Background: an optimization exercise with open tools, aiming at small area, a short achievable clock period and few clock cycles per item. Do not read the settings as production practice. Only simulation tests tie the RTL to the original design; equivalence was not proved. Power is estimated from default activity; no workload was simulated.

==> design/flow/design.v <==
package bffa_pkg;
  localparam int MAP_BITS  = 2048;
  localparam int WORD_BITS = 32;
  localparam int MAP_WORDS = MAP_BITS / WORD_BITS;
  localparam int ADDR_W    = $clog2(MAP_WORDS);
  localparam int BIT_W     = $clog2(WORD_BITS);
  localparam int FIELD_W   = 14;
  localparam int CODE_W    = 2;
  localparam logic [FIELD_W-1:0] COUNT_MAX = '1;
  localparam logic [FIELD_W-1:0] SIZE_MAX  = FIELD_W'(MAP_BITS);
  typedef enum logic [CODE_W-1:0] {
    CMD_ALLOC   = 2'd0,
    CMD_FREE    = 2'd1,
    CMD_PRELOAD = 2'd2,
    CMD_LOAD    = 2'd3
  } cmd_t;
  typedef enum logic [CODE_W-1:0] {
    STAT_OK    = 2'd0,
    STAT_FULL  = 2'd1,
    STAT_RANGE = 2'd2
  } status_t;
  typedef enum logic [1:0] {
    FSM_IDLE,
    FSM_SCAN,
    FSM_RMW,
    FSM_DONE
  } fsm_t;
  typedef struct packed {
    logic                 en;
    logic [ADDR_W-1:0]    addr;
    logic [WORD_BITS-1:0] data;
  } ram_wr_t;
endpackage
import bffa_pkg::*;
module bffa_ffz
(
  input  logic [WORD_BITS-1:0] word_i,
  output logic [WORD_BITS-1:0] onehot_o
);
  logic [WORD_BITS-1:0] below;
  always_comb begin
    logic [WORD_BITS-1:0] p;
    p = {word_i[WORD_BITS-2:0], 1'b1};
    for (int s = 1; s < WORD_BITS; s = s * 2) begin
      for (int i = WORD_BITS - 1; i >= s; i--) begin
        p[i] = p[i] & p[i-s];
      end
    end
    below = p;
  end
  assign onehot_o = below & ~word_i;
endmodule
import bffa_pkg::*;
module bffa_ram
(
  input  logic                 clk,
  input  logic [MAP_WORDS-1:0] sel_i,
  input  logic [WORD_BITS-1:0] wr_data,
  output logic [WORD_BITS-1:0] rd_data,
  output logic [MAP_WORDS-1:0] full_o
);
  logic [WORD_BITS-1:0] mem [MAP_WORDS];
  always_ff @(posedge clk) begin
    for (int w = 0; w < MAP_WORDS; w++) begin
      mem[w] <= (mem[w] & {WORD_BITS{~sel_i[w]}}) | (wr_data & {WORD_BITS{sel_i[w]}});
    end
  end
  always_comb begin
    rd_data = '0;
    for (int w = 0; w < MAP_WORDS; w++) begin
      rd_data = rd_data | (mem[w] & {WORD_BITS{sel_i[w]}});
    end
  end
  always_comb begin
    for (int w = 0; w < MAP_WORDS; w++) begin
      full_o[w] = &mem[w];
    end
  end
endmodule
import bffa_pkg::*;
module bitmap_first_fit_allocator_top
(
  input  logic        clk,
  input  logic        rst_n,
  input  logic        in_tvalid,
  output logic        in_tready,
  input  logic [31:0] in_tdata,    
  input  logic [1:0]  in_tuser,    
  output logic        out_tvalid,
  input  logic        out_tready,
  output logic [31:0] out_tdata,   
  output logic [1:0]  out_tuser,   
  input  logic        cfg_wr_en,
  input  logic [13:0] cfg_wr_data
);
  localparam int SZ_W = ADDR_W + BIT_W + 1;    
  logic [SZ_W-1:0]      size_r;
  logic [FIELD_W-1:0]   cnt_r;
  logic                 out_valid_r;
  logic [FIELD_W-1:0]   out_alloc_r;
  logic [CODE_W-1:0]    out_stat_r;
  logic [FIELD_W-1:0]   out_cnt_r;
  logic                 fire;
  logic [FIELD_W-1:0]   in_number;
  logic [FIELD_W-1:0]   in_cval;
  logic                 is_alloc, is_free, is_pre, is_load;
  logic                 num_ok;
  logic [FIELD_W-1:0]   num_m1;
  logic [MAP_WORDS-1:0] full;
  logic [MAP_WORDS-1:0] wsa;         
  logic                 any_free;
  logic [MAP_WORDS-1:0] wsn;         
  logic [WORD_BITS-1:0] bsn;         
  logic [MAP_WORDS-1:0] sel;
  logic [WORD_BITS-1:0] rd_data;
  logic [WORD_BITS-1:0] wr_data;
  logic [WORD_BITS-1:0] bsa;         
  logic [WORD_BITS-1:0] bsa_ok;      
  logic [WORD_BITS-1:0] part_mask;   
  logic                 w_below, w_at;
  logic                 alloc_ok;
  logic [ADDR_W-1:0]    wa_enc;
  logic [ADDR_W:0]      wa_enc_p1;
  logic [BIT_W-1:0]     ba_enc_p1;
  logic [FIELD_W-1:0]   alloc_num;
  logic [FIELD_W-1:0]   cnt_nxt;
  assign in_tready  = !out_valid_r || out_tready;
  assign fire       = in_tvalid && in_tready;
  assign in_number  = in_tdata[FIELD_W-1:0];
  assign in_cval    = in_tdata[2*FIELD_W-1:FIELD_W];
  assign is_alloc   = (in_tuser == CMD_ALLOC);
  assign is_free    = (in_tuser == CMD_FREE);
  assign is_pre     = (in_tuser == CMD_PRELOAD);
  assign is_load    = (in_tuser == CMD_LOAD);
  assign num_ok     = (in_number != '0) && (in_number <= FIELD_W'(size_r));
  assign num_m1     = in_number - FIELD_W'(1);
  always_comb begin
    logic [7:0] g_free;
    logic [7:0] g_first;
    logic       seen;
    for (int g = 0; g < 8; g++) begin
      g_free[g] = ~&full[g*8 +: 8];
    end
    seen = 1'b0;
    for (int g = 0; g < 8; g++) begin
      g_first[g] = g_free[g] & ~seen;
      seen       = seen | g_free[g];
    end
    any_free = seen;
    for (int g = 0; g < 8; g++) begin
      logic s2;
      s2 = 1'b0;
      for (int i = 0; i < 8; i++) begin
        wsa[g*8+i] = g_first[g] & ~full[g*8+i] & ~s2;
        s2         = s2 | ~full[g*8+i];
      end
    end
  end
  always_comb begin
    wa_enc = '0;
    for (int w = 0; w < MAP_WORDS; w++) begin
      if (wsa[w]) wa_enc = wa_enc | ADDR_W'(w);
    end
  end
  always_comb begin
    w_below = 1'b0;
    w_at    = 1'b0;
    for (int w = 0; w < MAP_WORDS; w++) begin
      if (wsa[w] && (SZ_W'(w) < (size_r >> BIT_W))) w_below = 1'b1;
      if (wsa[w] && (SZ_W'(w) == (size_r >> BIT_W))) w_at = 1'b1;
    end
    for (int b = 0; b < WORD_BITS; b++) begin
      part_mask[b] = (BIT_W'(b) < size_r[BIT_W-1:0]);
    end
  end
  always_comb begin
    for (int w = 0; w < MAP_WORDS; w++) begin
      wsn[w] = (num_m1[BIT_W+ADDR_W-1:BIT_W] == ADDR_W'(w));
    end
    for (int b = 0; b < WORD_BITS; b++) begin
      bsn[b] = (num_m1[BIT_W-1:0] == BIT_W'(b));
    end
  end
  always_comb begin
    if (!rst_n) begin
      sel = '1;
    end else if (!fire) begin
      sel = '0;
    end else if (is_alloc) begin
      sel = wsa;
    end else if ((is_free || is_pre) && num_ok) begin
      sel = wsn;
    end else begin
      sel = '0;
    end
  end
  bffa_ram u_ram (
    .clk     (clk),
    .sel_i   (sel),
    .wr_data (wr_data),
    .rd_data (rd_data),
    .full_o  (full)
  );
  bffa_ffz u_ffz (
    .word_i   (rd_data),
    .onehot_o (bsa)
  );
  assign bsa_ok = bsa & ({WORD_BITS{w_below}} | ({WORD_BITS{w_at}} & part_mask));
  always_comb begin
    if (!rst_n) begin
      wr_data = '0;
    end else if (is_alloc) begin
      wr_data = rd_data | bsa_ok;
    end else if (is_free) begin
      wr_data = rd_data & ~bsn;
    end else begin
      wr_data = rd_data | bsn;
    end
  end
  assign alloc_ok = |bsa_ok;
  always_comb begin
    ba_enc_p1 = '0;
    for (int b = 0; b < WORD_BITS; b++) begin
      if (bsa[b]) ba_enc_p1 = ba_enc_p1 | BIT_W'(b + 1);
    end
  end
  assign wa_enc_p1 = {1'b0, wa_enc} + (ADDR_W+1)'(1);
  assign alloc_num = bsa[WORD_BITS-1] ? FIELD_W'({wa_enc_p1, {BIT_W{1'b0}}})
                                      : FIELD_W'({wa_enc, ba_enc_p1});
  always_comb begin
    cnt_nxt = cnt_r;
    if (is_load) begin
      cnt_nxt = in_cval;
    end else if (is_alloc) begin
      if (alloc_ok && cnt_r != '0) cnt_nxt = cnt_r - FIELD_W'(1);
    end else if (is_free) begin
      if (num_ok && cnt_r != COUNT_MAX) cnt_nxt = cnt_r + FIELD_W'(1);
    end
  end
  assign out_tvalid = out_valid_r;
  assign out_tdata  = {{(32 - 2*FIELD_W){1'b0}}, out_cnt_r, out_alloc_r};
  assign out_tuser  = out_stat_r;
  always_ff @(posedge clk) begin
    if (!rst_n) begin
      size_r      <= SZ_W'(MAP_BITS);
      cnt_r       <= '0;
      out_valid_r <= 1'b0;
    end else begin
      if (cfg_wr_en) begin
        size_r <= (cfg_wr_data > SIZE_MAX) ? SZ_W'(MAP_BITS) : SZ_W'(cfg_wr_data);
      end
      if (fire) begin
        cnt_r       <= cnt_nxt;
        out_valid_r <= 1'b1;
      end else if (out_tready) begin
        out_valid_r <= 1'b0;
      end
    end
  end
  always_ff @(posedge clk) begin
    if (fire) begin
      out_cnt_r <= cnt_nxt;
      if (is_alloc) begin
        out_alloc_r <= alloc_ok ? alloc_num : '0;
        out_stat_r  <= alloc_ok ? STAT_OK : STAT_FULL;
      end else begin
        out_alloc_r <= '0;
        out_stat_r  <= ((is_free || is_pre) && !num_ok) ? STAT_RANGE : STAT_OK;
      end
    end
  end
endmodule
==> design/flow/run.sh <==
#!/bin/bash
# synth_recipe.tcl (not shown) runs the flow's synth.tcl, then flattens the netlist and writes it again
# the make line also repeats each setting of config.mk as NAME=value (left out here)
make -C /OpenROAD-flow-scripts/flow DESIGN_CONFIG=/design/flow/config.mk WORK_HOME=/design/flow/orfs CLKGATE_MAP_FILE= SYNTH_SCRIPT=/design/flow/synth_recipe.tcl finish
==> design/flow/config.mk <==
export PLATFORM = sky130hd
export DESIGN_NAME = bitmap_first_fit_allocator_top
export DESIGN_NICKNAME = bitmap_first_fit_allocator_top
export VERILOG_FILES = /design/flow/design.v
export SDC_FILE = /design/flow/constraint.sdc
export NUM_CORES = 4
export LEC_CHECK = 0
export CAP_MARGIN = 20
export CORE_MARGIN = 2
export CORE_UTILIZATION = 40
export SLEW_MARGIN = 20
==> design/flow/constraint.sdc <==
create_clock -name core_clock -period 6.0 [get_ports {clk}]
set_input_delay 1.2000 -clock core_clock [delete_from_list [all_inputs] [get_ports {clk}]]
set_output_delay 1.2000 -clock core_clock [all_outputs]
set_load 0.01 [all_outputs]
==> out/metrics.cfg <==
[placed_design]
place.gp.congestion = 1.63
dp_slack_ps = -3340
portBuffers = 78
dp_hpwl_um = 846000

[yosys]
yosysWarnings = 4
synth-main-ff-cell = edfxtp_1
synth_area_mm2 = 0.100
synthTopCellsByCount = edfxtp_1 (2,076), nand4_1 (779), nand2_1 (584)
netlist.area_leader.share = 0.621
synthMostInstantiatedCell = edfxtp_1
avgSynthCellArea_um2 = 12.6
ys_ff_latch = 2103
ys_types = 122
synth_top_cell_by_area = edfxtp_1
synth-seq-area-share = 0.626
synth.area.top_cells = edfxtp_1 (62%), nand4_1 (4.9%), a22oi_1 (3.3%)
synthesis.instances = 7971
async_flop_share = 0
synth-edff-count = 2076

[floorplanning]
die_h_um = 505
rows = 183
ios = 89
initial_core_util = 0.403
die_x_um = 505

[clocking]
cts.hold.buffers_added = 0
cts_buffers = 216
clock_sinks = 2103
htree_levels = 4
root_buffer = clkbuf_16
clockBufferDepth = 3

[global_routing]
grt_max_degree = 65
grt_pass1_wl_um = 1580000
track_usage = 0.898
grt_pass1_vias = 147000
gr-total-overflow = 10800

[status]
haltStage = global routing (5_1_grt)
status = aborted with a tool error
firstError = [ERROR GRT-0116] Global routing finished with congestion. Check the congestion regions in the DRC Viewer.

## worst max path at each step
stage | start | slack [ps] | endpoint
after floorplan | in_tuser[1] | -1550 | flip-flop
after global placement | in_tdata[11] | -3610 | cnt_r[9]
after detailed placement | in_tdata[11] | -3340 | out_cnt_r[4]
after CTS | flip-flop | -1300 | cnt_r[10]
## kinds of logic after synthesis
| family | after synthesis | share of synthesized area |
|---|---|---|
| adder cells (fa/ha/maj) | 20 | 0.00244 |
| flip-flops | 2103 | 0.626 |
| AND/OR/NAND/NOR | 3212 | 0.182 |
| XOR/XNOR | 18 | 0.00157 |
| multiplexers | 20 | 0.00202 |
| AO/OA/AOI/OAI | 2114 | 0.165 |
| other | 1 | 0.0000373 |
| buffers and inverters | 483 | 0.0207 |
## power groups by stage
stage | combinational (W) | sequential, W | clock (W)
after floorplan | 0.00125 | 0.0179 | 0
after detailed placement | 0.00597 | 0.0180 | 0
after CTS | 0.00617 | 0.0177 | 0.0139
after global placement | 0.00596 | 0.0180 | 0
## stage by stage
step / std cells / cell area, um2
4_1_cts: 16600 / 158000
3_5_place_dp: 16100 / 147000
3_3_place_gp: 16100 / 147000
2_1_floorplan: 7976 / 101000
## per-layer routing
metal	track usage	overflow
met5	0.535	36
met4	0.862	2309
met3	0.764	207
met2	1.08	8040
met1	0.879	247
## repair_timing
action	4_1_cts
setup endpoints to repair	2089
cloned	7
setup buffers	146
pin swaps	173
resized for setup	445
Testbench counts, summed over its fixed seeds: cycles 12,004, commands 12,000.
